Background: an optimization exercise with open tools, aiming at small area. Do not read the settings as production practice.
Function was checked by simulation only, so behaviour that the tests miss may differ from the original.
No activity file was given, so power comes from the tool's default toggle rates.

==> design/flow/design.v <==
package render_pkg;
    localparam int STATUS_HEIGHT = 8;
    localparam int GAME_Y_END    = 150;
    localparam int TANK_W        = 3;
    localparam int TANK_H        = 4;
    localparam int BULLET_SIZE   = 2;
    typedef logic [7:0]  coord_t;
    typedef logic [8:0]  row_t;
    typedef logic [1:0]  dir_t;
    typedef logic [1:0]  hp_t;
    typedef logic [11:0] rgb_t;
    localparam dir_t DIR_UP    = 2'd0;
    localparam dir_t DIR_DOWN  = 2'd1;
    localparam dir_t DIR_LEFT  = 2'd2;
    localparam dir_t DIR_RIGHT = 2'd3;
    localparam rgb_t COLOR_BG     = 12'hFFF;
    localparam rgb_t COLOR_WALL   = 12'h333;
    localparam rgb_t COLOR_P1     = 12'h0A0;
    localparam rgb_t COLOR_P2     = 12'h00A;
    localparam rgb_t COLOR_BULLET = 12'hF80;
    localparam rgb_t COLOR_HEART  = 12'hF00;
    localparam rgb_t COLOR_SHIELD = 12'h0FF;
    localparam rgb_t COLOR_TEXT   = 12'h000;
    localparam rgb_t COLOR_WIN_P1 = 12'h0F0;
    localparam rgb_t COLOR_WIN_P2 = 12'h00F;
    typedef logic [5:0]  reg_addr_t;
    typedef logic [16:0] reg_data_t;
    localparam reg_addr_t ADDR_CTRL        = 6'd0;
    localparam reg_addr_t ADDR_P1_POS      = 6'd1;
    localparam reg_addr_t ADDR_P1_ATTR     = 6'd2;
    localparam reg_addr_t ADDR_P2_POS      = 6'd3;
    localparam reg_addr_t ADDR_P2_ATTR     = 6'd4;
    localparam reg_addr_t ADDR_BULLET_BASE = 6'd32;
endpackage
`timescale 1ns/100ps
import render_pkg::*;
module scene_regs #(
    parameter int BULLET_NUM = 8
) (
    input  logic                     pclk,
    input  logic                     in_reset_hint,
    input  logic                     wr_req,
    input  render_pkg::reg_addr_t    wr_addr,
    input  render_pkg::reg_data_t    wr_data,
    output logic                     wr_ack,
    output render_pkg::coord_t       p1_x,
    output render_pkg::coord_t       p1_y,
    output render_pkg::coord_t       p2_x,
    output render_pkg::coord_t       p2_y,
    output render_pkg::dir_t         p1_dir,
    output render_pkg::dir_t         p2_dir,
    output render_pkg::hp_t          p1_hp,
    output render_pkg::hp_t          p2_hp,
    output logic                     p1_alive,
    output logic                     p2_alive,
    output logic                     p1_shield,
    output logic                     p2_shield,
    output logic [BULLET_NUM*8-1:0]  bullet_xd,
    output logic [BULLET_NUM*8-1:0]  bullet_yd,
    output logic                     game_over,
    output logic                     p1_win
);
    logic        take;
    logic [16:0] wd;      
    logic [7:0]  xd, yd;  
    assign take = wr_req && !wr_ack;
    assign wd   = in_reset_hint ? 17'd0 : wr_data;
    assign xd   = {wr_data[15], wr_data[14:8] ^ wr_data[15:9]};
    assign yd   = in_reset_hint ? 8'h80 :
                  wr_data[16] ? {wr_data[7], wr_data[6:0] ^ wr_data[7:1]} : 8'h80;
    logic [7:0] p1_xn, p1_yn, p2_xn, p2_yn;
    assign {p1_x, p1_y, p2_x, p2_y} = ~{p1_xn, p1_yn, p2_xn, p2_yn};
    always_ff @(posedge pclk)
        wr_ack <= wr_req && !in_reset_hint;
    always_ff @(posedge pclk) begin
        if (in_reset_hint || (take && wr_addr == ADDR_CTRL)) game_over <= wd[0];
        if (in_reset_hint || (take && wr_addr == ADDR_P1_POS)) {p1_xn, p1_yn} <= ~wd[15:0];
        if (in_reset_hint || (take && wr_addr == ADDR_P2_POS)) {p2_xn, p2_yn} <= ~wd[15:0];
        if (in_reset_hint || (take && wr_addr == ADDR_P1_ATTR)) {p1_alive, p1_hp} <= wd[4:2];
        if (in_reset_hint || (take && wr_addr == ADDR_P2_ATTR)) {p2_alive, p2_hp} <= wd[4:2];
    end
    always_ff @(posedge pclk) begin
        if (!in_reset_hint && take && wr_addr == ADDR_CTRL) p1_win <= wr_data[1];
        if (!in_reset_hint && take && wr_addr == ADDR_P1_ATTR) {p1_shield, p1_dir} <= {wr_data[5], wr_data[1:0]};
        if (!in_reset_hint && take && wr_addr == ADDR_P2_ATTR) {p2_shield, p2_dir} <= {wr_data[5], wr_data[1:0]};
    end
    for (genvar i = 0; i < BULLET_NUM; i++) begin : g_bullet
        logic we;
        assign we = take && wr_addr == ADDR_BULLET_BASE + i;
        always_ff @(posedge pclk) begin
            if (in_reset_hint || we) bullet_yd[i*8 +: 8] <= yd;
            if (!in_reset_hint && we) bullet_xd[i*8 +: 8] <= xd;
        end
    end
endmodule
`timescale 1ns/100ps
import render_pkg::*;
module tank_sprite (
    input  render_pkg::coord_t pixel_x,
    input  logic [7:0]         game_y,    
    input  logic               in_game,
    input  render_pkg::coord_t tank_x,
    input  render_pkg::coord_t tank_y,
    input  render_pkg::dir_t   tank_dir,
    input  logic               alive,
    input  logic               shield,
    output logic               body_pixel,
    output logic               shield_pixel
);
    function automatic logic [8:0] sub9(input logic [8:0] a, input logic [8:0] b);   
        logic br;
        br = 1'b0;
        for (int k = 0; k < 9; k++) begin
            sub9[k] = a[k] ^ b[k] ^ br;
            br = (~a[k] & b[k]) | (~(a[k] ^ b[k]) & br);
        end
    endfunction
    logic [8:0] col, row;
    logic       in_box, in_ring_box, shape;
    assign col = sub9({1'b0, pixel_x}, {1'b0, tank_x});
    assign row = sub9({1'b0, game_y}, {1'b0, tank_y});
    assign in_box      = (col[8:2] == 7'd0) && (col[1:0] != 2'd3) && (row[8:2] == 7'd0);
    assign in_ring_box = ((col[8:2] == 7'd0) || (&col)) &&
                         (((row[8:3] == 6'd0) && (row[2:0] <= 3'd4)) || (&row));
    always_comb begin
        case (tank_dir)
            DIR_UP:    shape = (row[1:0] != 2'd0) || (col[1:0] == 2'd1);
            DIR_DOWN:  shape = (row[1:0] != 2'd3) || (col[1:0] == 2'd1);
            DIR_LEFT:  shape = (col[1:0] == 2'd0) ? (row[1:0] == 2'd1) : (row[1:0] <= 2'd2);
            default:   shape = (col[1:0] == 2'd2) ? (row[1:0] == 2'd1) : (row[1:0] <= 2'd2);
        endcase
    end
    assign body_pixel   = alive && in_game && in_box && shape;
    assign shield_pixel = alive && shield && in_game && in_ring_box && !in_box;
endmodule
`timescale 1ns/100ps
import render_pkg::*;
module win2 (
    input  logic [7:0] p,
    output logic [7:0] a,     
    output logic [7:0] b      
);
    logic [7:0] q, j;
    assign q = {p[7], p[6:0] ^ p[7:1]};
    always_comb begin
        logic seen;
        seen = 1'b0;
        for (int k = 0; k < 8; k++) begin
            j[k] = p[k] & ~seen;
            seen = seen | p[k];
        end
    end
    assign a = q | j;
    assign b = ~q | j;
endmodule
module bullet_hit #(
    parameter int BULLET_NUM = 8
) (
    input  render_pkg::coord_t      pixel_x,
    input  logic [7:0]              game_y,
    input  logic                    in_game,
    input  logic [BULLET_NUM*8-1:0] bullet_xd,
    input  logic [BULLET_NUM*8-1:0] bullet_yd,
    output logic                    any_bullet
);
    logic [7:0] ax, bx, ay, by;
    logic [BULLET_NUM-1:0] hit;
    win2 u_wx (.p(pixel_x), .a(ax), .b(bx));
    win2 u_wy (.p(game_y),  .a(ay), .b(by));
    for (genvar i = 0; i < BULLET_NUM; i++) begin : g_bullet
        logic [7:0] sx, sy, tx, ty;
        assign sx = bullet_xd[i*8 +: 8];
        assign sy = bullet_yd[i*8 +: 8];
        for (genvar k = 0; k < 8; k++) begin : g_bit
            assign tx[k] = sx[k] ? ax[k] : bx[k];
            assign ty[k] = sy[k] ? ay[k] : by[k];
        end
        assign hit[i] = (&tx) && (&ty);
    end
    assign any_bullet = in_game && (|hit);
endmodule
`timescale 1ns/100ps
import render_pkg::*;
module win_banner (
    input  render_pkg::coord_t pixel_x,
    input  render_pkg::row_t   pixel_y,
    input  logic               game_over,
    input  logic               p1_win,
    output logic               in_box,
    output logic               text_pixel
);
    function automatic logic ge_c(input logic [8:0] x, input logic [8:0] c);   
        logic r;
        r = 1'b1;
        for (int k = 0; k < 9; k++) r = c[k] ? (x[k] & r) : (x[k] | r);
        ge_c = r;
    endfunction
    assign in_box = game_over && ge_c({1'b0, pixel_x}, 9'd70) && !ge_c({1'b0, pixel_x}, 9'd130) &&
                    ge_c(pixel_y, 9'd60) && !ge_c(pixel_y, 9'd90);
    logic [6:0] column;
    logic [2:0] r;
    logic rows_ok, colsel;
    always_comb begin
        case (pixel_x[5:0])
            6'd14: column = 7'b1111111;
            6'd15: column = 7'b0001001;
            6'd16: column = 7'b0001001;
            6'd17: column = 7'b0001001;
            6'd18: column = 7'b0000110;
            6'd28: column = 7'b0111111;
            6'd29: column = 7'b1000000;
            6'd30: column = 7'b0111000;
            6'd31: column = 7'b1000000;
            6'd32: column = 7'b0111111;
            6'd34: column = 7'b0000000;
            6'd35: column = 7'b1000001;
            6'd36: column = 7'b1111111;
            6'd37: column = 7'b1000001;
            6'd38: column = 7'b0000000;
            6'd40: column = 7'b1111111;
            6'd41: column = 7'b0000010;
            6'd42: column = 7'b0001100;
            6'd43: column = 7'b0010000;
            6'd44: column = 7'b1111111;
            6'd20: column = p1_win ? 7'b0000000 : 7'b1100010;
            6'd21: column = p1_win ? 7'b1000010 : 7'b1010001;
            6'd22: column = p1_win ? 7'b1111111 : 7'b1001001;
            6'd23: column = p1_win ? 7'b1000000 : 7'b1001001;
            6'd24: column = p1_win ? 7'b0000000 : 7'b1000110;
            default: column = 7'b0;
        endcase
    end
    assign rows_ok = (pixel_y[8:4] == 5'd4) && ge_c({5'd0, pixel_y[3:0]}, 9'd6) && !ge_c({5'd0, pixel_y[3:0]}, 9'd13);
    always_comb begin
        case (pixel_y[3:0])
            4'd6: colsel = column[0];
            4'd7: colsel = column[1];
            4'd8: colsel = column[2];
            4'd9: colsel = column[3];
            4'd10: colsel = column[4];
            4'd11: colsel = column[5];
            default: colsel = column[6];
        endcase
    end
    assign text_pixel = game_over && (pixel_x[7:6] == 2'b01) && rows_ok && colsel;
endmodule
`timescale 1ns/100ps
import render_pkg::*;
module pixel_compose (
    input  logic               pclk,
    input  logic               in_reset_hint,
    input  logic               in_display,
    input  render_pkg::coord_t pixel_x,
    input  render_pkg::row_t   pixel_y,
    input  logic               in_game,
    input  render_pkg::hp_t    p1_hp,
    input  render_pkg::hp_t    p2_hp,
    input  logic               p1_win,
    input  logic               any_bullet,
    input  logic               p1_body,
    input  logic               p2_body,
    input  logic               p1_shield_px,
    input  logic               p2_shield_px,
    input  logic               map_wall,
    input  logic               banner_box,
    input  logic               banner_text,
    output render_pkg::rgb_t   rgb
);
    function automatic logic ge_c(input logic [8:0] x, input logic [8:0] c);   
        logic r;
        r = 1'b1;
        for (int k = 0; k < 9; k++) r = c[k] ? (x[k] & r) : (x[k] | r);
        ge_c = r;
    endfunction
    logic heart_row, p1_heart, p2_heart, status_line;
    function automatic logic in_span(input logic [7:0] x, input logic [7:0] left);
        in_span = ge_c({1'b0, x}, {1'b0, left}) && !ge_c({1'b0, x}, {1'b0, left} + 9'd5);
    endfunction
    assign heart_row = (pixel_y[8:1] == 8'd1) || (pixel_y[8:1] == 8'd2);
    assign p1_heart = (in_span(pixel_x, 8'd2) && p1_hp >= 2'd1) ||
                      (in_span(pixel_x, 8'd9) && p1_hp >= 2'd2) ||
                      (in_span(pixel_x, 8'd16) && p1_hp >= 2'd3);
    assign p2_heart = (in_span(pixel_x, 8'd179) && p2_hp >= 2'd1) ||
                      (in_span(pixel_x, 8'd186) && p2_hp >= 2'd2) ||
                      (in_span(pixel_x, 8'd193) && p2_hp >= 2'd3);
    assign status_line = (pixel_y == STATUS_HEIGHT - 1);
    logic [3:0] code;
    logic       c333;
    always_ff @(posedge pclk) begin
        if (in_reset_hint || !in_display || banner_text) code <= 4'b0000;    
        else if (banner_box) code <= p1_win ? 4'b0101 : 4'b0011;           
        else if (any_bullet) code <= 4'b1100;                               
        else if (p1_shield_px || p2_shield_px) code <= 4'b0111;             
        else if (p1_body) code <= 4'b0100;                                  
        else if (p2_body) code <= 4'b0010;                                  
        else if (in_game && map_wall) code <= 4'b0001;                      
        else if (heart_row && (p1_heart || p2_heart)) code <= 4'b1000;      
        else if (status_line) code <= 4'b0001;                              
        else code <= 4'b1111;                                               
    end
    assign c333 = code == 4'b0001;
    assign rgb[11:10] = {2{code[3]}};
    assign rgb[9:8]   = {2{code[3] | c333}};
    assign rgb[7]     = code[2];
    assign rgb[6]     = code[2] & code[0];
    assign rgb[5]     = (code[2] & (code[1] | !code[3])) | c333;
    assign rgb[4]     = (code[2] & code[0]) | c333;
    assign rgb[3]     = code[1];
    assign rgb[2]     = code[1] & code[0];
    assign rgb[1]     = code[1] | c333;
    assign rgb[0]     = (code[1] & code[0]) | c333;
endmodule
`timescale 1ns/100ps
import render_pkg::*;
module tank_renderer #(
    parameter int BULLET_NUM = 8
) (
    input  logic                  pclk,
    input  logic                  in_reset_hint,
    input  logic                  wr_req,
    input  render_pkg::reg_addr_t wr_addr,
    input  render_pkg::reg_data_t wr_data,
    output logic                  wr_ack,
    input  render_pkg::coord_t    pixel_x,
    input  render_pkg::row_t      pixel_y,
    input  logic                  in_display,
    output render_pkg::coord_t    map_rd_x,
    output render_pkg::coord_t    map_rd_y,
    input  logic                  map_wall,
    output render_pkg::rgb_t      rgb
);
    function automatic logic ge_c(input logic [8:0] x, input logic [8:0] c);   
        logic r;
        r = 1'b1;
        for (int k = 0; k < 9; k++) r = c[k] ? (x[k] & r) : (x[k] | r);
        ge_c = r;
    endfunction
    function automatic logic [8:0] sub9(input logic [8:0] a, input logic [8:0] b);   
        logic br;
        br = 1'b0;
        for (int k = 0; k < 9; k++) begin
            sub9[k] = a[k] ^ b[k] ^ br;
            br = (~a[k] & b[k]) | (~(a[k] ^ b[k]) & br);
        end
    endfunction
    logic [7:0]              p1_x, p1_y, p2_x, p2_y;
    logic [1:0]              p1_dir, p2_dir;
    logic [1:0]              p1_hp, p2_hp;
    logic                    p1_alive, p2_alive, p1_shield, p2_shield;
    logic [BULLET_NUM*8-1:0] bullet_xd, bullet_yd;
    logic                    game_over, p1_win;
    logic [8:0]              game_y;
    logic                    in_game;
    logic                    any_bullet, p1_body, p2_body, p1_shield_px, p2_shield_px;
    logic                    banner_box, banner_text;
    assign game_y   = sub9(pixel_y, 9'd8);
    assign in_game  = ge_c(pixel_y, 9'd8) && !ge_c(pixel_y, 9'd150);
    assign map_rd_x = pixel_x;
    assign map_rd_y = game_y[7:0];
    scene_regs #(.BULLET_NUM(BULLET_NUM)) u_regs (
        .pclk, .in_reset_hint, .wr_req, .wr_addr, .wr_data, .wr_ack,
        .p1_x, .p1_y, .p2_x, .p2_y, .p1_dir, .p2_dir, .p1_hp, .p2_hp,
        .p1_alive, .p2_alive, .p1_shield, .p2_shield,
        .bullet_xd, .bullet_yd, .game_over, .p1_win
    );
    tank_sprite u_p1_sprite (
        .pixel_x, .game_y(game_y[7:0]), .in_game, .tank_x(p1_x), .tank_y(p1_y), .tank_dir(p1_dir),
        .alive(p1_alive), .shield(p1_shield), .body_pixel(p1_body), .shield_pixel(p1_shield_px)
    );
    tank_sprite u_p2_sprite (
        .pixel_x, .game_y(game_y[7:0]), .in_game, .tank_x(p2_x), .tank_y(p2_y), .tank_dir(p2_dir),
        .alive(p2_alive), .shield(p2_shield), .body_pixel(p2_body), .shield_pixel(p2_shield_px)
    );
    bullet_hit #(.BULLET_NUM(BULLET_NUM)) u_bullets (
        .pixel_x, .game_y(game_y[7:0]), .in_game, .bullet_xd, .bullet_yd,
        .any_bullet
    );
    win_banner u_banner (
        .pixel_x, .pixel_y, .game_over, .p1_win, .in_box(banner_box), .text_pixel(banner_text)
    );
    pixel_compose u_compose (
        .pclk, .in_reset_hint, .in_display, .pixel_x, .pixel_y, .in_game,
        .p1_hp, .p2_hp, .p1_win, .any_bullet, .p1_body, .p2_body,
        .p1_shield_px, .p2_shield_px, .map_wall, .banner_box, .banner_text, .rgb
    );
endmodule
==> design/flow/flow/run.sh <==
#!/bin/bash
# The standard layout (standard.sh) with these changes:
# - synthesis maps logic with an area-oriented abc script (area.abc), and leaves adders to abc
#   instead of mapping them to adder cells first; registers are mapped as in the standard flow
# - the port buffers are the smallest buffer cell
# - clock tree synthesis uses clkbuf_8 and no dummy loads
set -euo pipefail
W=$(pwd)
export FLOW_ABC_SCRIPT=$W/flow/area.abc
export BUFFER_PORTS_ARGS="-buffer_cell sky130_fd_sc_hd__buf_1"
export CTS_ARGS="-sink_clustering_enable -repair_clock_nets -buf_list sky130_fd_sc_hd__clkbuf_8 -dont_use_dummy_load"
sed -e "s#SYNTH_SCRIPT=[^ ]*#SYNTH_SCRIPT=$W/flow/synth.tcl ADDER_MAP_FILE= #" standard.sh > $W/flow_standard.sh
grep -q "SYNTH_SCRIPT=$W/flow/synth.tcl ADDER_MAP_FILE=" $W/flow_standard.sh
bash $W/flow_standard.sh > $W/flow_make.log 2>&1
==> design/flow/flow/area.abc <==
strash
&get -n
&st
&dch -f
&nf -p -a -F 10 -A 10 -C 32 -R 1000
&put
strash
&get -n
&st
&dch -f
&nf -p -a -F 10 -A 10 -C 32 -R 1000
&put
==> design/flow/flow/synth.tcl <==
# The standard synthesis script (synth_recipe.tcl), with the abc mapping step given an
# area-oriented script ($::env(FLOW_ABC_SCRIPT)) in place of ORFS's; registers are untouched
proc synth {args} { yosys synth -nofsm -noshare {*}$args }
proc abc {args} {
  set i [lsearch -exact $args -script]
  if { $i >= 0 } { lset args [expr {$i + 1}] $::env(FLOW_ABC_SCRIPT) }
  yosys abc {*}$args
}
source $::env(SCRIPTS_DIR)/synth.tcl
# left out here: clear keep_hierarchy, flatten, clean up, hide names made inside functions, write 1_2_yosys.v
==> design/flow/standard.sh <==
#!/bin/bash
# synth_recipe.tcl (not shown) runs the flow's synth.tcl, then flattens the netlist and writes it again
# the make line also repeats each setting of config.mk as NAME=value (left out here)
make -C /OpenROAD-flow-scripts/flow DESIGN_CONFIG=/design/flow/config.mk WORK_HOME=/design/flow/orfs CLKGATE_MAP_FILE= SYNTH_SCRIPT=/design/flow/synth_recipe.tcl "${@:-finish}"
==> design/flow/config.mk <==
export PLATFORM = sky130hd
export DESIGN_NAME = tank_renderer
export DESIGN_NICKNAME = tank_renderer
export VERILOG_FILES = /design/flow/design.v
export SDC_FILE = /design/flow/constraint.sdc
export NUM_CORES = 4
export LEC_CHECK = 0
export ABC_AREA = 1
export CAP_MARGIN = 20
export CORE_MARGIN = 2
export CORE_UTILIZATION = 72
export SLEW_MARGIN = 20
==> design/flow/constraint.sdc <==
create_clock -name core_clock -period 8.0 [get_ports {pclk}]
set_input_delay 1.6000 -clock core_clock [delete_from_list [all_inputs] [get_ports {pclk}]]
set_output_delay 1.6000 -clock core_clock [all_outputs]
set_load 0.01 [all_outputs]
==> impl_metrics.py, run 1 <==
metrics = {
    "logic_synthesis": {
        "yosysTopAreaCell": "edfxtp_1",
        "synth.area.mux_share_pct": 0,
        "synth_cell_types": 52,
        "synth_ff_type": "edfxtp_1",
        "synthSimpleGateAreaFrac_pct": 16.7,
        "ys_async_sr_fraction_pct": 0,
        "synthCells": 879,
        "synth_top_cells_by_count": "edfxtp_1, nor2_1, nand2_1, a21oi_1, o21ai_0",
        "syn_nets": 924,
        "synthAdderAreaFrac_pct": 1.90,
        "synthXorXnorAreaFrac_pct": 6.01,
        "yosysSeqAreaShare_pct": 56.2,
        "yosysMostFrequentCell": "edfxtp_1",
        "synth_top_family_by_area": "compound AO/OA/AOI/OAI gates",
        "ys_warn_count": 6,
        "syn_avg_cell_area_um2": 10.8,
        "ys_seq_elements": 179,
        "synthTopCellsByArea": "edfxtp_1, nor2_1, xnor2_1",
        "yosysTopAreaCellShare_pct": 55.1,
        "syn_area_um2": 9480,
        "synth_edf_count": 174,
        "synth_compound_area_share_pct": 17.4,
    },
    "hold_path": {
        "worstHoldPathType": "reg -> reg",
        "hold_depth": 4,
    },
    "worst_setup_path": {
        "reg2reg_slack_ns": 3.22,
        "cp-end-kind": "flip-flop",
        "cp_top_family": "compound AO/OA/AOI/OAI gates",
        "cp.required_ns": 8.39,
        "criticalPathCategory": "in -> reg",
        "crit_buf_inv": 3,
        "crit_slowest_cell": "buf_1",
        "r2r_start": "u_regs.p1_xn[0]$_DFFE_PP_",
        "arrival_ns": 6.47,
        "reg2reg_depth": 13,
        "critPathCapture": "u_compose.code[2]$_SDFF_PP0_",
        "startpoint": "pixel_y[3]",
        "cp.depth": 18,
        "critPathLaunchType": "primary input",
        "worstReg2RegEnd": "u_compose.code[1]$_SDFF_PP0_",
        "critPathMaxFanout": 15,
        "crit_chain": "buf_1 -> clkinv_1 -> nor3_1 -> a21oi_1 -> buf_4 -> a221oi_1 -> o2111ai_1 -> a211oi_1 -> nand4_1 -> nor3_1 -> a222oi_1 -> o221ai_1 -> o21ai_0 -> o21ai_0 -> nor2_1 -> o31ai_1 -> a21oi_1 -> nor2_1",
        "slowest_delay_ns": 0.57,
    },
    "route": {
        "drcViolationCount": 0,
        "drt-initial-drc-count": 1666,
        "dr.pass1.iters": 8,
        "avgRoutedWirePerCell_um": 25.1,
        "vias_per_cell": 7.33,
        "routed_wl_mm": 28.7,
        "ant_nets": 0,
        "via_count": 8381,
    },
    "global_route": {
        "antenna_found_initial": 0,
        "overflow": 0,
        "grt_first_pass_wirelength_mm": 43.4,
        "grtUsageTotal_pct": 41.4,
        "grt_max_degree": 44,
        "grt_pass1_vias": 7701,
    },
    "run_status": {
        "outcome": "complete, no violations",
    },
    "timing": {
        "period_share_pct": 76.0,
        "slew_headroom_pct": 27.0,
        "fin_setup_tns_ns": 0,
        "worstMarginPinSlew_ns": 1.10,
        "hold_viol": 0,
        "rsz0062_at_grt": "no",
        "min_period_ns": 6.08,
        "fin_skew_ns": 0.0325,
        "setup_violations": 0,
        "final-max-slew-violation-count": 0,
        "whs_ns": 0.799,
        "fmaxAchievable_mhz": 164,
    },
    "floorplanning": {
        "io_pins": 74,
        "die_x_um": 119,
        "initial_core_util_pct": 74.5,
        "die_h_um": 119,
        "rows": 41,
        "coreArea_um2": 12700,
        "die_area_um2": 14100,
    },
    "clock_tree": {
        "numClockSinks": 179,
        "ctsResizeCount": 0,
        "htreeDepth": 4,
        "numCtsBuffers": 17,
        "cts_hold_buf": 0,
        "clk_path_buf_depth": 2,
        "root_buffer": "clkbuf_8",
        "cts_setup_buffers": 0,
        "cts.clk_slew.worst_paths_ns": 0.07,
        "cts_tree": "done",
        "insertion_delay_ns": 0.48,
    },
    "place": {
        "post_dp_cell_area_um2": 10000,
        "port_buffers": 73,
        "gp_congestion": 0.951,
        "dp_hpwl_mm": 20.5,
    },
    "power_and_ir_drop": {
        "p_leak_nw": 3.20,
        "powerDensity_nw_per_um2": 191,
        "ir_drop_uv": 146,
    },
    "finish": {
        "antenna_cells": 0,
        "design_area_um2": 10200,
        "fill_cells": 819,
        "multi_input_area_um2": 4000,
        "drive_gt1_share_pct": 3.91,
        "seq_area_um2": 5330,
        "layout.nets": 1018,
        "area_delta_synth_final_pct": 8.05,
    },
    "flow_run": {
        "maxCapViolations": 0,
    },
}
[report_power, final]
part | switching (mW) | internal (mW)
Combinational | 0.258 | 0.119
Clock | 0.274 | 0.188
Sequential | 0.0300 | 1.08
Total | 0.562 | 1.39
[cell families (layout without fill, tap and decap cells)]
family / Yosys count / in the layout
and+or+nand+nor: 329 / 329
AOI/OAI and AO/OA: 257 / 257
DFF: 179 / 179
xor gates and xnor gates: 65 / 65
buffers and inverters: 31 / 123
adders and majority gates: 18 / 18
[stage by stage]
stage / utilization (%) / power (mW) / setup slack, ns / instances
3_5_place_dp: 78.6 / 1.49 / 1.79 / 1126
6_report: 80.5 / 1.95 / 1.92 / 1143
2_1_floorplan: - / 1.35 / 2.54 / 879
4_1_cts: 80.4 / 1.93 / 2.24 / 1143
3_3_place_gp: 78.6 / 1.47 / 2.03 / 1126
5_1_grt: 80.5 / 2.01 / 1.81 / 1143
[layer usage]
layer,GRT usage (%),vias to the layer above,share of wire (%)
li1,-,3573,-
met1,58.8,3886,36
met2,62.4,784,45
met3,9.75,138,15
met4,16.0,0,3.9
met5,0,-,0
[worst register-to-register path, stage by stage (launching register included)]
cell	delay, ns
edfxtp_1	0.42
nor2_1	0.25
o21ai_0	0.26
maj3_1	0.45
maj3_1	0.41
maj3_1	0.42
maj3_1	0.42
maj3_1	0.41
maj3_1	0.39
nor3_1	0.45
o21ai_0	0.17
o32ai_1	0.18
nand2_1	0.16
a311oi_1	0.29
[cell type report]
cell class	count	area share, %
inverter	15	0.550
sequential	179	52.0
multi-input combinational	669	39.1
clock buffer	17	2.28
tap	172	2.10
timing repair buffer	91	3.99
[cell usage in the layout, fill, tap and decap left out, types with 7 or more instances in the layout]
cell type	instances
xnor2_1	41
edfxtp_1	174
a21oi_1	70
nand4_1	15
nand2b_1	32
nor4_1	9
clkinv_1	15
nor2b_1	16
o22ai_1	13
a221oi_1	20
buf_4	18
o221ai_1	10
nand3_1	14
o2111ai_1	7
buf_1	73
maj3_1	18
nor2_1	101
a22oi_1	7
a211oi_1	8
nor3_1	19
clkbuf_8	17
o211ai_1	7
nand2_1	87
o21ai_0	69
a2111oi_0	13
xor2_1	24
[worst min path at each step]
stage,start,end,slack [ns]
finish,u_regs.p1_shield$_DFFE_PP_,u_compose.code[0]$_SDFF_PP0_,0.80
floorplan,u_regs.p1_dir[1]$_DFFE_PP_,u_compose.code[3]$_SDFF_PP0_,0.70
CTS,u_regs.p1_shield$_DFFE_PP_,u_compose.code[0]$_SDFF_PP0_,0.77
detailed placement,u_regs.p1_shield$_DFFE_PP_,u_compose.code[0]$_SDFF_PP0_,0.76
global placement,u_regs.p1_shield$_DFFE_PP_,u_compose.code[0]$_SDFF_PP0_,0.74
global route,u_regs.wr_ack$_DFF_P_,u_regs.p1_win$_DFFE_PP_,0.84
[state kept, by name (all words and copies together) (netlist names), 2 cells and up]
name and count:
u_regs.p1_hp 2, u_regs.p2_xn 8, u_regs.p1_yn 8, u_regs.p2_dir 2, u_regs.bullet_yd 64, u_regs.bullet_xd 64, u_compose.code 4, u_regs.p2_hp 2
u_regs.p1_dir 2, u_regs.p1_xn 8, u_regs.p2_yn 8
==> run 2, diff against run 1 <==
==> design/flow/flow/run.sh (replaced) <==
#!/bin/bash
# The standard layout (standard.sh) with these changes:
# - synthesis maps logic with an area-oriented abc script (area.abc), and leaves adders to abc
#   instead of mapping them to adder cells first; registers are mapped as in the standard flow
# - the port buffers, and the buffers synthesis puts on wires from port to port, are the
#   smallest buffer cell
# - clock tree synthesis uses clkbuf_8 and no dummy loads
set -euo pipefail
W=$(pwd)
export FLOW_ABC_SCRIPT=$W/flow/area.abc
export BUFFER_PORTS_ARGS="-buffer_cell sky130_fd_sc_hd__buf_1"
export CTS_ARGS="-sink_clustering_enable -repair_clock_nets -buf_list sky130_fd_sc_hd__clkbuf_8 -dont_use_dummy_load"
sed -e "s#SYNTH_SCRIPT=[^ ]*#SYNTH_SCRIPT=$W/flow/synth.tcl ADDER_MAP_FILE= 'MIN_BUF_CELL_AND_PORTS=sky130_fd_sc_hd__buf_1 A X' #" standard.sh > $W/flow_standard.sh
grep -q "SYNTH_SCRIPT=$W/flow/synth.tcl ADDER_MAP_FILE=" $W/flow_standard.sh
bash $W/flow_standard.sh > $W/flow_make.log 2>&1
--- a/design/flow/config.mk
+++ b/design/flow/config.mk
@@ -9,4 +9,5 @@
 export CAP_MARGIN = 20
 export CORE_MARGIN = 2
 export CORE_UTILIZATION = 72
+export GPL_TIMING_DRIVEN = 0
 export SLEW_MARGIN = 20
==> impl_metrics.py, run 2 <==
metrics = {
    "power_and_ir_drop": {
        "powerDensity_nw_per_um2": 191,
        "p_total_mw": 1.95,
        "p_leak_nw": 3.16,
        "ir_drop_uv": 156,
    },
    "logic_synthesis": {
        "synth_top_cells_by_count": "edfxtp_1, nor2_1, nand2_1, a21oi_1, o21ai_0",
        "ys_warn_count": 6,
        "yosysMostFrequentCell": "edfxtp_1",
        "syn_avg_cell_area_um2": 10.7,
        "ys_seq_elements": 179,
        "synth_edf_count": 174,
        "syn_nets": 924,
        "yosysTopAreaCell": "edfxtp_1",
        "synthTopCellsByArea": "edfxtp_1, nor2_1, xnor2_1",
        "yosysTopAreaCellShare_pct": 55.5,
        "synth_cell_types": 52,
        "synth_ff_type": "edfxtp_1",
        "yosysSeqAreaShare_pct": 56.5,
        "syn_area_um2": 9420,
        "ys_async_sr_fraction_pct": 0,
        "synthCells": 879,
    },
    "global_route": {
        "grt_max_degree": 44,
        "grt_pass1_vias": 7523,
        "overflow": 0,
        "antenna_found_initial": 0,
        "grtUsageTotal_pct": 39.8,
        "grt_first_pass_wirelength_mm": 41.8,
    },
    "clock_tree": {
        "clk_path_buf_depth": 2,
        "numCtsBuffers": 17,
        "numClockSinks": 179,
        "ctsResizeCount": 0,
        "root_buffer": "clkbuf_8",
        "htreeDepth": 4,
        "cts.clk_slew.worst_paths_ns": 0.06,
        "cts_setup_buffers": 0,
        "cts_hold_buf": 0,
        "cts_tree": "done",
        "insertion_delay_ns": 0.48,
    },
    "flow_run": {
        "maxCapViolations": 0,
    },
    "finish": {
        "stdcell_count": 1144,
        "fill_cells": 796,
        "antenna_cells": 0,
        "final_core_utilization_pct": 80.6,
        "drive_gt1_share_pct": 2.98,
        "final_cell_mix": "edfxtp_1, nor2_1, nand2_1, buf_1, a21oi_1",
        "area_delta_synth_final_pct": 8.37,
        "design_area_um2": 10200,
        "final_common_cell": "edfxtp_1",
        "layout.nets": 1019,
        "reg_top3": "u_regs.bullet_xd: 64 flops, u_regs.bullet_yd: 64 flops",
    },
    "worst_setup_path": {
        "cp.required_ns": 8.32,
        "worstReg2RegEnd": "u_compose.code[1]$_SDFF_PP0_",
        "crit_slowest_cell": "nor2_1",
        "critPathLaunchType": "primary input",
        "crit_chain": "buf_1 -> nor2_1 -> clkinv_1 -> nor3_1 -> a21oi_1 -> a221oi_1 -> o2111ai_1 -> a211oi_1 -> nand4_1 -> nor3_1 -> a222oi_1 -> o221ai_1 -> o21ai_0 -> o21ai_0 -> o21bai_1 -> a311oi_1",
        "slowest_delay_ns": 0.94,
        "criticalPathCategory": "in -> reg",
        "critPathMaxFanout": 14,
        "r2r_start": "u_regs.p2_xn[0]$_DFFE_PP_",
        "cp-end-kind": "flip-flop",
        "reg2reg_depth": 15,
        "reg2reg_slack_ns": 3.09,
        "arrival_ns": 6.89,
    },
    "run_status": {
        "outcome": "complete, no violations",
    },
    "route": {
        "ant_nets": 0,
        "via_count": 8222,
        "routed_wl_mm": 27.4,
        "avgRoutedWirePerCell_um": 24.0,
        "dr.pass1.iters": 6,
        "vias_per_cell": 7.19,
        "drt-initial-drc-count": 1449,
        "drcViolationCount": 0,
    },
    "place": {
        "port_buffers": 73,
        "dpl.cell_count": 1127,
        "dp_slack_ns": 1.31,
        "dp_hpwl_mm": 19.6,
        "gp_congestion": 1.00,
        "post_dp_cell_area_um2": 9970,
    },
    "floorplanning": {
        "rows": 41,
        "coreArea_um2": 12700,
        "initial_core_util_pct": 74.3,
        "die_h_um": 118,
        "die_x_um": 118,
        "io_pins": 74,
        "die_area_um2": 14000,
    },
    "timing": {
        "min_period_ns": 6.56,
        "period_share_pct": 82.1,
        "rsz0062_at_grt": "no",
        "setup_violations": 0,
        "hold_viol": 0,
        "whs_ns": 0.786,
        "final-max-slew-violation-count": 0,
        "fin_setup_tns_ns": 0,
        "fmaxAchievable_mhz": 152,
        "fin_skew_ns": 0.0260,
        "final.setup.worst_slack_ns": 1.44,
        "worstMarginPinSlew_ns": 1.16,
        "slew_headroom_pct": 22.5,
    },
    "hold_path": {
        "hold_end": "u_compose.code[0]$_SDFF_PP0_",
        "worstHoldPathType": "reg -> reg",
        "hold_depth": 4,
        "min_from": "u_regs.p2_shield$_DFFE_PP_",
    },
}
-- run 2: cell count changes in the layout (fill, tap and decap cells not counted), sizes merged --
cell	change
clkbuf	+1
-- run 2: worst max-delay path: cells and delay by family --
kind,cells,cell delay [ns]
AND/OR/NAND/NOR,4,2.14
buffers and inverters,2,0.56
AO/OA/AOI/OAI,10,2.57
-- run 2: cells by family (layout without fill, tap and decap cells) --
| family | Yosys count | in the layout | synth area share (%) |
|---|---|---|---|
| compound gates | 257 | 257 | 17.5 |
| buf+inv | 31 | 124 | 1.24 |
| flops | 179 | 179 | 56.5 |
| simple gates | 329 | 329 | 16.8 |
| xor+xnor | 65 | 65 | 6.04 |
| fa+ha+maj | 18 | 18 | 1.91 |
-- run 2: power by group --
part	switching, mW	internal (mW)
combinational	0.254	0.113
sequential	0.0289	1.08
clock	0.277	0.188
total	0.561	1.39
-- run 2: how the worst max path moves through the flow --
| stage | start | end | slack, ns | cells after the start |
|---|---|---|---|---|
| finish | pixel_y[1] | u_compose.code[1]$_SDFF_PP0_ | 1.44 | 16 |
| global route | pixel_y[1] | u_compose.code[2]$_SDFF_PP0_ | 1.28 | 18 |
| CTS | pixel_y[1] | u_compose.code[1]$_SDFF_PP0_ | 1.82 | 16 |
| detailed placement | pixel_y[1] | u_compose.code[1]$_SDFF_PP0_ | 1.31 | 16 |
| global placement | pixel_y[3] | u_compose.code[2]$_SDFF_PP0_ | 1.14 | 18 |
| floorplan | pixel_x[0] | u_compose.code[1]$_SDFF_PP0_ | 2.54 | 17 |
-- run 2: final cells by class --
type                    count  area, µm²  area share, %
plain buffers              16       60.1          0.588
clock buffers              17        234           2.29
inverters                  15       56.3          0.552
multi-input cells         669       4020           39.3
flip-flops and latches    179       5330           52.2
well taps                 172        215           2.11
repair buffers             76        300           2.94
-- run 2: routing by layer --
layer,global-route usage [%],routed length (µm)
met5,0,0
met4,14.2,959
met3,10.9,3910
met2,60.6,12300
met1,55.5,10300
==> run 3, diff against run 2 <==
==> design/flow/flow/area.abc (replaced) <==
strash
&get -n
&st
&dch -f
&nf -p -a -F 10 -A 10 -C 32 -R 1000
&put
strash
&get -n
&st
&dch -f
&nf -p -a -F 10 -A 10 -C 32 -R 1000
&put
strash
&get -n
&st
&dch -f
&nf -p -a -F 10 -A 10 -C 32 -R 1000
&put
==> impl_metrics.py, run 3 <==
metrics = {
    "power_and_ir_drop": {
        "p_leak_nw": 3.17,
        "ir_drop_uv": 131,
        "p_total_mw": 1.95,
        "powerDensity_nw_per_um2": 192,
    },
    "timing": {
        "slew_headroom_pct": 13.9,
        "fin_skew_ns": 0.0253,
        "final-max-slew-violation-count": 0,
        "worstMarginPinSlew_ns": 1.29,
        "setup_violations": 0,
        "fin_setup_tns_ns": 0,
        "rsz0062_at_grt": "no",
        "fmaxAchievable_mhz": 157,
        "min_period_ns": 6.37,
        "hold_viol": 0,
        "period_share_pct": 79.7,
    },
    "clock_tree": {
        "cts_tree": "done",
        "clk_path_buf_depth": 2,
        "cts.clk_slew.worst_paths_ns": 0.07,
        "numCtsBuffers": 17,
        "ctsResizeCount": 0,
        "cts_setup_buffers": 0,
        "root_buffer": "clkbuf_8",
        "htreeDepth": 4,
        "insertion_delay_ns": 0.49,
        "cts_hold_buf": 0,
        "numClockSinks": 179,
    },
    "route": {
        "drcViolationCount": 0,
        "avgRoutedWirePerCell_um": 25.1,
        "drt-initial-drc-count": 1488,
        "via_count": 8280,
        "vias_per_cell": 7.30,
        "routed_wl_mm": 28.5,
        "dr.pass1.iters": 6,
        "ant_nets": 0,
    },
    "place": {
        "post_dp_cell_area_um2": 9930,
        "gp_congestion": 0.947,
        "port_buffers": 73,
        "dp_hpwl_mm": 20.3,
    },
    "worst_setup_path": {
        "critPathLaunchType": "primary input",
        "cp.required_ns": 8.39,
        "crit_chain": "buf_1 -> clkinv_1 -> nor2_1 -> nand3_1 -> nor2b_1 -> a221oi_1 -> o211ai_1 -> a221oi_1 -> o2111ai_1 -> nor3_1 -> o2111ai_1 -> o311ai_0 -> o41ai_1 -> o21ai_0 -> nand3b_1 -> mux2i_1 -> nor2_1",
        "cp-end-kind": "flip-flop",
        "slowest_delay_ns": 0.68,
        "crit_buf_inv": 2,
        "critPathMaxFanout": 16,
        "criticalPathCategory": "in -> reg",
        "arrival_ns": 6.77,
        "crit_slowest_cell": "buf_1",
        "cp_top_family": "compound AO/OA/AOI/OAI gates",
    },
    "global_route": {
        "grtUsageTotal_pct": 41.4,
        "grt_max_degree": 44,
        "antenna_found_initial": 0,
        "overflow": 0,
        "grt_pass1_vias": 7664,
        "grt_first_pass_wirelength_mm": 43.2,
    },
    "finish": {
        "drive_gt1_share_pct": 3.22,
        "reg_top3": "u_regs.bullet_xd: 64 flops, u_regs.bullet_yd: 64 flops",
        "fill_cells": 805,
        "antenna_cells": 0,
        "multi_input_area_um2": 3990,
        "final_cell_mix": "edfxtp_1, nor2_1, buf_1",
        "area_delta_synth_final_pct": 8.53,
        "final_core_utilization_pct": 80.4,
        "final_common_cell": "edfxtp_1",
        "design_area_um2": 10200,
        "layout.nets": 1010,
        "seq_area_um2": 5330,
    },
    "logic_synthesis": {
        "synthTopCellsByArea": "edfxtp_1, o21ai_0, nor2_1",
        "synth_top_cells_by_count": "edfxtp_1, nor2_1, nand2_1, o21ai_0, a21oi_1",
        "syn_nets": 914,
        "yosysSeqAreaShare_pct": 56.7,
        "synth_cell_types": 54,
        "synth_ff_type": "edfxtp_1",
        "syn_area_um2": 9390,
        "yosysTopAreaCellShare_pct": 55.7,
        "synth_edf_count": 174,
        "ys_seq_elements": 179,
        "yosysMostFrequentCell": "edfxtp_1",
        "syn_avg_cell_area_um2": 10.8,
        "ys_warn_count": 6,
        "ys_async_sr_fraction_pct": 0,
        "yosysTopAreaCell": "edfxtp_1",
        "synthCells": 869,
    },
    "flow_run": {
        "maxCapViolations": 0,
    },
    "floorplanning": {
        "io_pins": 74,
        "die_x_um": 118,
        "die_h_um": 118,
        "coreArea_um2": 12700,
        "initial_core_util_pct": 74.1,
        "rows": 41,
        "die_area_um2": 14000,
    },
    "hold_path": {
        "worstHoldPathType": "reg -> reg",
    },
    "run_status": {
        "outcome": "complete, no violations",
    },
}
## run 3: cell types whose count changed in the layout (fill, tap and decap cells not counted), moves of 7 or more
cell,change
nor2_1,-12
o2111ai_1,+8
xor2_1,-7
a21oi_1,-17
xnor2_1,-9
nand2b_1,+8
nand3_1,+15
## run 3: metrics by stage
step	setup WS (ns)	instances	hold slack, ns
final	1.63	1135	0.755
after global routing	1.31	1135	0.780
after CTS	1.94	1134	0.728
after detailed placement	1.47	1117	0.719
after global placement	0.998	1114	0.714
after floorplan	2.61	869	0.631
## run 3: layout make-up
cell class	instances	share of cell area, %
Multi-Input combinational cell	657	39.1
Tap cell	172	2.11
Clock buffer	17	2.30
Buffer	16	0.590
Timing Repair Buffer	77	2.97
Inverter	17	0.626
Sequential cell	179	52.3
## run 3: final timing paths
| path | startpoint | to | slack (ns) | cells past startpoint |
|---|---|---|---|---|
| setup / recovery | pixel_y[3] | u_compose.code[2]$_SDFF_PP0_ | 1.63 | 17 |
| hold / removal | u_regs.game_over$_DFFE_PP_ | u_compose.code[1]$_SDFF_PP0_ | 0.75 | 2 |
| setup reg to reg | u_regs.p1_xn[0]$_DFFE_PP_ | u_compose.code[2]$_SDFF_PP0_ | 3.21 | 15 |
| hold reg to reg | u_regs.game_over$_DFFE_PP_ | u_compose.code[1]$_SDFF_PP0_ | 0.75 | 2 |
## run 3: logic make-up (layout without fill, tap and decap cells)
family	Yosys count	count (layout)	share of synthesized area, %
simple gates	331	331	17.1
compound gates	258	258	18.2
flops	179	179	56.7
xor+xnor	49	49	4.57
buf+inv	33	127	1.32
fa+ha+maj	15	15	1.60
mux	4	4	0.427
## run 3: worst reg2reg max path: stages (launching register included)
cell	delay (ns)
edfxtp_1	0.41
nor2_1	0.18
a21oi_1	0.15
maj3_1	0.43
maj3_1	0.41
maj3_1	0.43
maj3_1	0.43
maj3_1	0.42
nor3_1	0.27
o2111ai_1	0.32
nor4bb_1	0.52
clkinv_1	0.12
o21ai_0	0.27
nand3b_1	0.16
mux2i_1	0.07
nor2_1	0.13
## run 3: per-layer routing
| metal | share of wire (%) | track usage (%) |
|---|---|---|
| met1 | 36 | 58.4 |
| met2 | 45 | 62.5 |
| met3 | 16 | 12.4 |
| met4 | 2.9 | 12.9 |
| met5 | 0 | 0.735 |
## run 3: power breakdown
part	internal [mW]	switching, mW	total (mW)
clock	0.188	0.283	0.471
sequential	1.08	0.0289	1.11
combinational	0.111	0.256	0.366
==> run 4, diff against run 3 <==
--- a/design/flow/flow/run.sh
+++ b/design/flow/flow/run.sh
@@ -1,6 +1,7 @@
 #!/bin/bash
 # The standard layout (standard.sh) with these changes:
-# - synthesis maps logic with an area-oriented abc script (area.abc), and leaves adders to abc
+# - synthesis maps logic with an area-oriented abc script (area.abc: deepsyn, then three
+#   rounds of choice computation and area-oriented mapping), and leaves adders to abc
 #   instead of mapping them to adder cells first; registers are mapped as in the standard flow
 # - the port buffers, and the buffers synthesis puts on wires from port to port, are the
 #   smallest buffer cell
--- a/design/flow/flow/area.abc
+++ b/design/flow/flow/area.abc
@@ -1,3 +1,7 @@
+strash
+&get -n
+&deepsyn -T 10
+&put
 strash
 &get -n
 &st
--- a/design/flow/config.mk
+++ b/design/flow/config.mk
@@ -8,6 +8,6 @@
 export ABC_AREA = 1
 export CAP_MARGIN = 20
 export CORE_MARGIN = 2
-export CORE_UTILIZATION = 72
+export CORE_UTILIZATION = 60
 export GPL_TIMING_DRIVEN = 0
 export SLEW_MARGIN = 20
==> impl_metrics.py, run 4 <==
metrics = {
    "route": {
        "ant_nets": 0,
        "vias_per_cell": 6.89,
        "wl_met1_mm": 11.4,
        "met2_length_mm": 11.9,
        "routed_wl_mm": 27.5,
        "via_count": 7707,
        "dr.pass1.iters": 6,
        "avgRoutedWirePerCell_um": 24.6,
        "drt-initial-drc-count": 1108,
        "wl_met3_mm": 3.78,
        "top_layer_used": "met5",
        "drcViolationCount": 0,
    },
    "logic_synthesis": {
        "synth_top_cells_by_count": "edfxtp_1, nor2_1, nand2_1, a21oi_1, o21ai_0",
        "yosysTopAreaCell": "edfxtp_1",
        "syn_avg_cell_area_um2": 11.0,
        "synth_edf_count": 174,
        "synthCells": 835,
        "yosysMostFrequentCell": "edfxtp_1",
        "ys_warn_count": 6,
        "syn_area_um2": 9160,
        "synth_ff_type": "edfxtp_1",
        "ys_seq_elements": 179,
        "syn_nets": 880,
        "synthTopCellsByArea": "edfxtp_1, nor2_1, nand2_1",
        "yosysSeqAreaShare_pct": 58.1,
        "yosysTopAreaCellShare_pct": 57.0,
        "ys_async_sr_fraction_pct": 0,
        "synth_cell_types": 56,
    },
    "clock_tree": {
        "numClockSinks": 179,
        "insertion_delay_ns": 0.47,
        "clk_path_buf_depth": 2,
        "htreeDepth": 4,
        "ctsResizeCount": 0,
        "root_buffer": "clkbuf_8",
        "cts_tree": "done",
        "cts_hold_buf": 0,
        "cts_setup_buffers": 0,
        "numCtsBuffers": 17,
        "cts.clk_slew.worst_paths_ns": 0.07,
    },
    "place": {
        "dp_hpwl_mm": 20.0,
        "gp_congestion": 0.984,
        "port_buffers": 73,
    },
    "worst_setup_path": {
        "slowest_delay_ns": 1.00,
        "criticalPathCategory": "in -> reg",
        "crit_slowest_cell": "a21boi_0",
        "cp_top_family": "compound AO/OA/AOI/OAI gates",
        "arrival_ns": 7.26,
        "cp-end-kind": "flip-flop",
        "critPathLaunchType": "primary input",
        "r2r_start": "u_regs.p2_xn[0]$_DFFE_PP_",
        "critPathMaxFanout": 13,
        "crit_buf_inv": 1,
        "startpoint": "pixel_y[1]",
        "cp.required_ns": 8.34,
        "crit_chain": "buf_1 -> nor2_1 -> nand3b_1 -> a22oi_1 -> a21boi_0 -> nand2_1 -> o21ai_0 -> nor4b_2 -> a41oi_1 -> o311ai_0 -> o21ai_0 -> and2_0 -> nand2_1 -> a221oi_1",
    },
    "finish": {
        "fill_cells": 1180,
        "final_cell_mix": "edfxtp_1, nor2_1, nand2_1",
        "area_delta_synth_final_pct": 9.17,
        "reg_top3": "u_regs.bullet_xd: 64 flops, u_regs.bullet_yd: 64 flops",
        "layout.nets": 977,
        "final_common_cell": "edfxtp_1",
        "drive_gt1_share_pct": 3.01,
    },
    "global_route": {
        "grt_pass1_vias": 7188,
        "grtUsageTotal_pct": 34.8,
        "antenna_found_initial": 0,
        "overflow": 0,
        "grt_max_degree": 31,
        "grt_first_pass_wirelength_mm": 41.7,
    },
    "hold_path": {
        "min_from": "u_regs.p1_win$_DFFE_PP_",
        "worstHoldPathType": "reg -> reg",
    },
    "power_and_ir_drop": {
        "p_total_mw": 1.94,
        "p_leak_nw": 3.10,
        "powerDensity_nw_per_um2": 194,
        "ir_drop_uv": 126,
    },
    "timing": {
        "rsz0062_at_grt": "no",
        "fin_setup_tns_ns": 0,
        "fin_skew_ns": 0.0192,
        "period_share_pct": 86.4,
        "min_period_ns": 6.91,
        "fmaxAchievable_mhz": 145,
        "hold_viol": 0,
        "worstMarginPinSlew_ns": 1.18,
        "final-max-slew-violation-count": 0,
        "setup_violations": 0,
        "slew_headroom_pct": 20.8,
    },
    "floorplanning": {
        "rows": 45,
        "die_x_um": 128,
        "initial_core_util_pct": 60.9,
        "coreArea_um2": 15000,
        "io_pins": 74,
        "die_area_um2": 16300,
        "die_h_um": 128,
    },
    "flow_run": {
        "maxCapViolations": 0,
    },
    "run_status": {
        "outcome": "complete, no violations",
    },
}
==> run 4: area by class of cell <==
cell class / count / area [µm²] / area share (%)
diodes: 1 / 2.50 / 0.0250
plain buffers: 16 / 60.1 / 0.601
clock buffers: 17 / 234 / 2.34
inverters: 16 / 60.1 / 0.601
multi-input cells: 624 / 3750 / 37.5
flip-flops and latches: 179 / 5330 / 53.3
well taps: 188 / 235 / 2.35
repair buffers: 78 / 337 / 3.37
==> run 4: where the power goes <==
part	internal, mW	switching, mW
clock	0.188	0.284
combinational	0.114	0.248
sequential	1.08	0.0261
==> run 4: logic make-up after synthesis <==
| family | share of synthesized area, % |
|---|---|
| flip-flops | 58.1 |
| XOR/XNOR | 4.11 |
| multiplexers | 0.574 |
| adder cells (fa/ha/maj) | 1.64 |
| AND/OR/NAND/NOR | 15.7 |
| AO/OA/AOI/OAI | 18.5 |
| buffers and inverters | 1.31 |
==> run 4: final timing paths <==
check	endpoint	slack, ns	cells after the start
setup / recovery	u_compose.code[1]$_SDFF_PP0_	1.09	14
hold / removal	u_compose.code[2]$_SDFF_PP0_	0.73	2
setup reg to reg	u_compose.code[1]$_SDFF_PP0_	2.92	14
hold reg to reg	u_compose.code[2]$_SDFF_PP0_	0.73	2
==> run 4: layer usage <==
layer | vias up | track usage [%]
li1 | 3460 | -
met1 | 3677 | 49.3
met2 | 527 | 50.1
met3 | 41 | 13.4
met4 | 2 | 9.37
met5 | - | 3.72
==> run 4: worst reg2reg max path, delay by kind of cell (launching register included) <==
kind,cells,cell delay (ns)
AOI/OAI and AO/OA,2,0.53
muxes,1,0.33
and+or+nand+nor,6,1.62
DFF,1,0.39
adders and majority gates,5,2.09
==> run 4: through the flow <==
step                      hold WS (ns)  instance area [µm²]  setup slack (ns)  instances  util [%]
after global routing             0.744                10000             0.847       1118      66.5
final                            0.727                10000              1.09       1119      66.5
after detailed placement         0.670                 9730             0.876       1100      64.7
after global placement           0.654                 9670              1.07       1096      64.3
after CTS                        0.697                 9970              1.27       1117      66.3
after floorplan                  0.536                 9160              2.55        835         -
==> run 5, diff against run 4 <==
--- a/design/flow/config.mk
+++ b/design/flow/config.mk
@@ -8,6 +8,6 @@
 export ABC_AREA = 1
 export CAP_MARGIN = 20
 export CORE_MARGIN = 2
-export CORE_UTILIZATION = 60
+export CORE_UTILIZATION = 72
 export GPL_TIMING_DRIVEN = 0
 export SLEW_MARGIN = 20
==> impl_metrics.py, run 5 <==
metrics = {
    "power_and_ir_drop": {
        "powerDensity_nw_per_um2": 194,
        "ir_drop_uv": 163,
        "p_leak_nw": 3.09,
    },
    "worst_setup_path": {
        "r2r_start": "u_regs.p1_xn[1]$_DFFE_PP_",
        "crit_chain": "buf_1 -> nor2_1 -> nand3b_1 -> a22oi_1 -> a21boi_0 -> nand2_1 -> o21ai_0 -> nor4b_1 -> a41oi_1 -> o311ai_0 -> o21ai_0 -> and2_0 -> nand2_1 -> a221oi_1",
        "worstReg2RegEnd": "u_compose.code[1]$_SDFF_PP0_",
        "cp.required_ns": 8.34,
        "startpoint": "pixel_y[1]",
        "slowest_delay_ns": 0.96,
        "cp-end-kind": "flip-flop",
        "crit_slowest_cell": "nor2_1",
        "crit_buf_inv": 1,
        "reg2reg_slack_ns": 2.95,
        "critPathLaunchType": "primary input",
        "criticalPathCategory": "in -> reg",
        "critPathMaxFanout": 13,
        "cp_top_family": "compound AO/OA/AOI/OAI gates",
        "arrival_ns": 6.93,
        "reg2reg_depth": 15,
    },
    "place": {
        "post_dp_cell_area_um2": 9730,
        "gp_congestion": 1.00,
        "dp_slack_ns": 1.24,
        "dpl.cell_count": 1086,
        "port_buffers": 73,
        "dp_hpwl_mm": 19.5,
    },
    "timing": {
        "final-max-slew-violation-count": 0,
        "hold_viol": 0,
        "fmaxAchievable_mhz": 152,
        "rsz0062_at_grt": "no",
        "setup_violations": 0,
        "fin_setup_tns_ns": 0,
        "final.setup.worst_slack_ns": 1.41,
        "slew_headroom_pct": 23.6,
        "period_share_pct": 82.4,
        "fin_skew_ns": 0.0275,
        "min_period_ns": 6.59,
        "worstMarginPinSlew_ns": 1.15,
    },
    "logic_synthesis": {
        "yosysSeqAreaShare_pct": 58.1,
        "yosysTopAreaCell": "edfxtp_1",
        "synthTopCellsByArea": "edfxtp_1, nor2_1, nand2_1",
        "synth_cell_types": 56,
        "syn_avg_cell_area_um2": 11.0,
        "ys_async_sr_fraction_pct": 0,
        "ys_seq_elements": 179,
        "synthCells": 835,
        "synth_top_cells_by_count": "edfxtp_1, nor2_1, nand2_1, a21oi_1, o21ai_0",
        "synth_edf_count": 174,
        "syn_area_um2": 9160,
        "ys_warn_count": 6,
        "syn_nets": 880,
        "synth_ff_type": "edfxtp_1",
        "yosysMostFrequentCell": "edfxtp_1",
        "yosysTopAreaCellShare_pct": 57.0,
    },
    "floorplanning": {
        "rows": 41,
        "coreArea_um2": 12500,
        "initial_core_util_pct": 73.2,
        "die_x_um": 117,
        "die_area_um2": 13600,
        "die_h_um": 117,
        "io_pins": 74,
    },
    "finish": {
        "antenna_cells": 0,
        "reg_top3": "u_regs.bullet_xd: 64 flops, u_regs.bullet_yd: 64 flops",
        "drive_gt1_share_pct": 3.01,
        "stdcell_count": 1103,
        "final_common_cell": "edfxtp_1",
        "final_cell_mix": "edfxtp_1, nor2_1, nand2_1",
        "design_area_um2": 9960,
        "seq_area_um2": 5330,
        "multi_input_area_um2": 3740,
        "area_delta_synth_final_pct": 8.74,
        "layout.nets": 978,
        "fill_cells": 804,
    },
    "route": {
        "vias_per_cell": 7.23,
        "avgRoutedWirePerCell_um": 24.3,
        "dr.pass1.iters": 7,
        "ant_nets": 0,
        "drt-initial-drc-count": 1468,
        "routed_wl_mm": 26.8,
        "drcViolationCount": 0,
        "via_count": 7978,
    },
    "clock_tree": {
        "ctsResizeCount": 0,
        "cts_setup_buffers": 0,
        "htreeDepth": 4,
        "cts.clk_slew.worst_paths_ns": 0.07,
        "cts_hold_buf": 0,
        "cts_tree": "done",
        "numCtsBuffers": 17,
        "clk_path_buf_depth": 2,
        "root_buffer": "clkbuf_8",
        "numClockSinks": 179,
        "insertion_delay_ns": 0.47,
    },
    "flow_run": {
        "maxCapViolations": 0,
    },
    "global_route": {
        "grtUsageTotal_pct": 40.4,
        "grt_max_degree": 31,
        "grt_pass1_vias": 7316,
        "antenna_found_initial": 0,
        "overflow": 0,
        "grt_first_pass_wirelength_mm": 39.8,
    },
    "hold_path": {
        "hold_end": "u_compose.code[1]$_SDFF_PP0_",
        "worstHoldPathType": "reg -> reg",
        "hold_depth": 1,
        "min_from": "u_regs.p1_win$_DFFE_PP_",
    },
    "run_status": {
        "outcome": "complete, no violations",
    },
}
[run 5: cell counts after synthesis]
No cell type changed its count.
[run 5: cell type report]
| class | count | area share (%) |
|---|---|---|
| Buffer | 16 | 0.603 |
| Inverter | 16 | 0.603 |
| Clock buffer | 17 | 2.35 |
| Timing Repair Buffer | 79 | 3.28 |
| Sequential cell | 179 | 53.5 |
| Tap cell | 172 | 2.16 |
| Multi-Input combinational cell | 624 | 37.5 |
[run 5: where the power goes]
group          leakage (nW)  internal (mW)  switching, mW
combinational          1.29          0.113          0.247
clock                 0.122          0.188          0.275
sequential             1.68           1.08         0.0275
total                  3.09           1.38          0.550
[run 5: worst max path at each step]
stage,endpoint,depth (start not counted)
after floorplan,u_compose.code[1]$_SDFF_PP0_,14
after global placement,u_compose.code[1]$_SDFF_PP0_,14
after detailed placement,u_compose.code[1]$_SDFF_PP0_,14
after CTS,u_compose.code[1]$_SDFF_PP0_,14
after global routing,u_compose.code[1]$_SDFF_PP0_,14
final,u_compose.code[1]$_SDFF_PP0_,14
[run 5: cells by family (layout without fill, tap and decap cells)]
group / Yosys count / in the layout / synth area share (%)
adder cells (fa/ha/maj): 15 / 15 / 1.64
XOR/XNOR: 43 / 43 / 4.11
AO/OA/AOI/OAI: 248 / 248 / 18.5
flip-flops: 179 / 179 / 58.1
AND/OR/NAND/NOR: 313 / 313 / 15.7
buffers and inverters: 32 / 128 / 1.31
multiplexers: 5 / 5 / 0.574
[run 5: stage by stage]
stage | utilization, % | hold WS, ns | power, mW
after floorplan | - | 0.536 | 1.34
after global placement | 77.1 | 0.642 | 1.45
after detailed placement | 77.7 | 0.635 | 1.47
after CTS | 79.6 | 0.652 | 1.91
after global routing | 79.6 | 0.716 | 1.99
final | 79.6 | 0.696 | 1.93
[run 5: routing by layer]
metal	global-route usage [%]	vias to the layer above	wire length (µm)
li1	-	3471	-
met5	0	-	0
met3	15.6	89	4300
met2	60.9	686	11700
met1	54.6	3732	10000
met4	13.6	0	719
==> run 6, diff against run 5 <==
==> design/flow/flow/run.sh (replaced) <==
#!/bin/bash
# The standard layout (standard.sh) with these changes:
# - synthesis maps logic with an area-oriented abc script (area.abc: deepsyn, then three
#   rounds of choice computation and area-oriented mapping), and leaves adders to abc
#   instead of mapping them to adder cells first; registers are mapped as in the standard flow
# - the port buffers are the smallest buffer cell, and synthesis puts no buffers on wires
#   from port to port (the port buffers already drive them)
# - clock tree synthesis uses clkbuf_8 and no dummy loads
set -euo pipefail
W=$(pwd)
export FLOW_ABC_SCRIPT=$W/flow/area.abc
export BUFFER_PORTS_ARGS="-buffer_cell sky130_fd_sc_hd__buf_1"
export CTS_ARGS="-sink_clustering_enable -repair_clock_nets -buf_list sky130_fd_sc_hd__clkbuf_8 -dont_use_dummy_load"
sed -e "s#SYNTH_SCRIPT=[^ ]*#SYNTH_SCRIPT=$W/flow/synth.tcl ADDER_MAP_FILE= SYNTH_INSBUF=0 #" standard.sh > $W/flow_standard.sh
grep -q "SYNTH_SCRIPT=$W/flow/synth.tcl ADDER_MAP_FILE=" $W/flow_standard.sh
bash $W/flow_standard.sh > $W/flow_make.log 2>&1
--- a/design/flow/config.mk
+++ b/design/flow/config.mk
@@ -6,8 +6,8 @@
 export NUM_CORES = 4
 export LEC_CHECK = 0
 export ABC_AREA = 1
-export CAP_MARGIN = 20
+export CAP_MARGIN = 12
 export CORE_MARGIN = 2
 export CORE_UTILIZATION = 72
 export GPL_TIMING_DRIVEN = 0
-export SLEW_MARGIN = 20
+export SLEW_MARGIN = 12
==> impl_metrics.py, run 6 <==
metrics = {
    "clock_tree": {
        "numClockSinks": 179,
        "root_buffer": "clkbuf_8",
        "cts_tree": "done",
        "clk_path_buf_depth": 2,
        "htreeDepth": 4,
        "cts_hold_buf": 0,
        "cts.clk_slew.worst_paths_ns": 0.07,
        "ctsResizeCount": 0,
        "insertion_delay_ns": 0.48,
        "numCtsBuffers": 17,
        "cts_setup_buffers": 0,
    },
    "logic_synthesis": {
        "yosysSeqAreaShare_pct": 58.5,
        "ys_warn_count": 6,
        "synth_ff_type": "edfxtp_1",
        "synth_edf_count": 174,
        "ys_async_sr_fraction_pct": 0,
        "syn_area_um2": 9100,
        "syn_avg_cell_area_um2": 11.1,
        "yosysTopAreaCellShare_pct": 57.4,
        "synth_cell_types": 55,
        "synthCells": 819,
        "yosysTopAreaCell": "edfxtp_1",
        "syn_nets": 864,
        "yosysMostFrequentCell": "edfxtp_1",
        "synth_top_cells_by_count": "edfxtp_1, nor2_1, nand2_1, a21oi_1, o21ai_0",
        "synthTopCellsByArea": "edfxtp_1, nor2_1, nand2_1",
        "ys_seq_elements": 179,
    },
    "global_route": {
        "grt_first_pass_wirelength_mm": 40.7,
        "grtUsageTotal_pct": 41.3,
        "overflow": 0,
        "grt_pass1_vias": 7492,
        "met2_usage_pct": 59.7,
        "grt-busiest-layer": "met2",
        "grt_max_degree": 31,
        "met1_usage_pct": 56.2,
        "antenna_found_initial": 1,
        "grt_use_met3_pct": 17.9,
    },
    "hold_path": {
        "hold_depth": 1,
        "worstHoldPathType": "reg -> reg",
    },
    "place": {
        "gp_congestion": 1.03,
        "port_buffers": 73,
        "dp_hpwl_mm": 19.8,
        "post_dp_cell_area_um2": 9660,
    },
    "power_and_ir_drop": {
        "powerDensity_nw_per_um2": 196,
        "ir_drop_uv": 210,
        "p_leak_nw": 3.07,
        "p_total_mw": 1.94,
    },
    "finish": {
        "layout.nets": 962,
        "design_area_um2": 9900,
        "final_cell_mix": "edfxtp_1, nor2_1, nand2_1",
        "area_delta_synth_final_pct": 8.77,
        "drive_gt1_share_pct": 3.06,
        "reg_top3": "u_regs.bullet_xd: 64 flops, u_regs.bullet_yd: 64 flops",
        "antenna_cells": 0,
        "final_common_cell": "edfxtp_1",
        "fill_cells": 796,
        "final_core_utilization_pct": 79.4,
    },
    "worst_setup_path": {
        "critPathMaxFanout": 13,
        "crit_buf_inv": 1,
        "crit_chain": "buf_1 -> nor2_1 -> nand3b_1 -> a22oi_1 -> a21boi_0 -> nand2_1 -> o21ai_0 -> nor4b_1 -> a41oi_1 -> o311ai_0 -> o21ai_0 -> and2_0 -> nand2_1 -> a221oi_1",
        "crit_slowest_cell": "a21boi_0",
        "arrival_ns": 7.13,
        "cp_top_family": "compound AO/OA/AOI/OAI gates",
        "cp.required_ns": 8.34,
        "cp.depth": 14,
        "critPathLaunchType": "primary input",
        "cp-end-kind": "flip-flop",
        "slowest_delay_ns": 1.01,
        "criticalPathCategory": "in -> reg",
        "reg2reg_depth": 14,
    },
    "route": {
        "routed_wl_mm": 27.1,
        "via_count": 8081,
        "drcViolationCount": 0,
        "drt-initial-drc-count": 1656,
        "ant_nets": 0,
        "vias_per_cell": 7.43,
        "avgRoutedWirePerCell_um": 25.0,
        "dr.pass1.iters": 7,
    },
    "floorplanning": {
        "coreArea_um2": 12500,
        "rows": 41,
        "die_h_um": 116,
        "io_pins": 74,
        "die_area_um2": 13600,
        "initial_core_util_pct": 73.0,
        "die_x_um": 116,
    },
    "run_status": {
        "outcome": "complete, no violations",
    },
    "timing": {
        "setup_violations": 0,
        "period_share_pct": 84.9,
        "fin_skew_ns": 0.0333,
        "fmaxAchievable_mhz": 147,
        "final-max-slew-violation-count": 0,
        "slew_headroom_pct": 20.1,
        "hold_viol": 0,
        "min_period_ns": 6.79,
        "rsz0062_at_grt": "no",
        "fin_setup_tns_ns": 0,
        "worstMarginPinSlew_ns": 1.19,
    },
    "flow_run": {
        "maxCapViolations": 0,
    },
}
run 6: path summary, 6_finish.rpt:
check                                                    end                       from  slack (ns)
worst max register to register  u_compose.code[1]$_SDFF_PP0_  u_regs.p2_xn[0]$_DFFE_PP_        2.99
worst min register to register  u_compose.code[1]$_SDFF_PP0_    u_regs.p1_win$_DFFE_PP_        0.77
worst max-delay path            u_compose.code[1]$_SDFF_PP0_                 pixel_y[1]        1.21
worst min-delay path            u_compose.code[1]$_SDFF_PP0_    u_regs.p1_win$_DFFE_PP_        0.77
run 6: layout make-up:
| type | instances | area [µm²] | area share (%) |
|---|---|---|---|
| multi-input combinational | 624 | 3740 | 37.8 |
| tap | 172 | 215 | 2.17 |
| timing repair buffer | 79 | 324 | 3.27 |
| inverter | 16 | 60.1 | 0.607 |
| clock buffer | 17 | 234 | 2.36 |
| sequential | 179 | 5330 | 53.8 |
run 6: cells by family (layout without fill, tap and decap cells):
| family | after synthesis | after routing | synth area share [%] |
|---|---|---|---|
| compound gates | 248 | 248 | 18.6 |
| xor+xnor | 43 | 43 | 4.14 |
| fa+ha+maj | 15 | 15 | 1.65 |
| buf+inv | 16 | 112 | 0.660 |
| flops | 179 | 179 | 58.5 |
| mux | 5 | 5 | 0.577 |
| simple gates | 313 | 313 | 15.9 |
run 6: metrics by stage:
step           hold slack (ns)  setup slack (ns)  std cells
2_1_floorplan            0.536              2.55        819
3_3_place_gp             0.649              1.10       1064
3_5_place_dp             0.682              1.06       1070
4_1_cts                  0.699              1.58       1087
5_1_grt                  0.772              1.09       1087
6_report                 0.770              1.21       1087
run 6: routing by layer:
metal  vias up  routed length [µm]
li1       3422                   -
met1      3752                9830
met2       795               11600
met3       110                4720
met4         2                 948
met5         -                  13
run 6: report_power, final:
group	internal, mW	switching [mW]	total (mW)
Combinational	0.111	0.248	0.359
Clock	0.188	0.281	0.469
Sequential	1.08	0.0281	1.11

[afterwards: timing with drivers on the ports]
The results above use ideal ports. As a check the final layouts listed here were re-extracted and re-timed, cells and wires unchanged.
Step 1 (the two cells are an assumption about what drives the block):
set clk [get_ports {pclk}]
set_driving_cell -lib_cell sky130_fd_sc_hd__clkbuf_16 $clk
set_driving_cell -lib_cell sky130_fd_sc_hd__buf_2 [delete_from_list [all_inputs] $clk]
Step 2 adds t to the input delays and takes it off the output delays; t is the mean of the earliest and latest rising clock arrival at the registers after step 1. Input paths then give back, and output paths get back, about the clock's delay inside the block.
Three values: ideal ports, drivers, drivers and shift; two values: the first two.
run | t (ns) | setup slack, ns | latest minus earliest clock arrival (ns) | worst register clock-pin slew, ns | pins driven straight from the clock port
run 1 | 0.498 | 1.921 / 1.919 / 1.420 | 0.037 / 0.037 | 0.10 / 0.10 | 1
run 2 | 0.500 | 1.435 / 1.453 / 0.953 | 0.032 / 0.032 | 0.10 / 0.10 | 1
run 3 | 0.506 | 1.625 / 1.632 / 1.127 | 0.034 / 0.033 | 0.10 / 0.10 | 1
run 4 | 0.498 | 1.087 / 1.106 / 0.608 | 0.029 / 0.030 | 0.09 / 0.09 | 1
run 5 | 0.494 | 1.412 / 1.430 / 0.935 | 0.033 / 0.033 | 0.10 / 0.10 | 1
run 6 | 0.500 | 1.209 / 1.227 / 0.727 | 0.036 / 0.037 | 0.10 / 0.10 | 1
After both steps setup and hold are still met in every run listed. For run 1, which loses most, drivers alone change the setup slack by -0.002 ns; drivers and shift together by -0.501 ns.
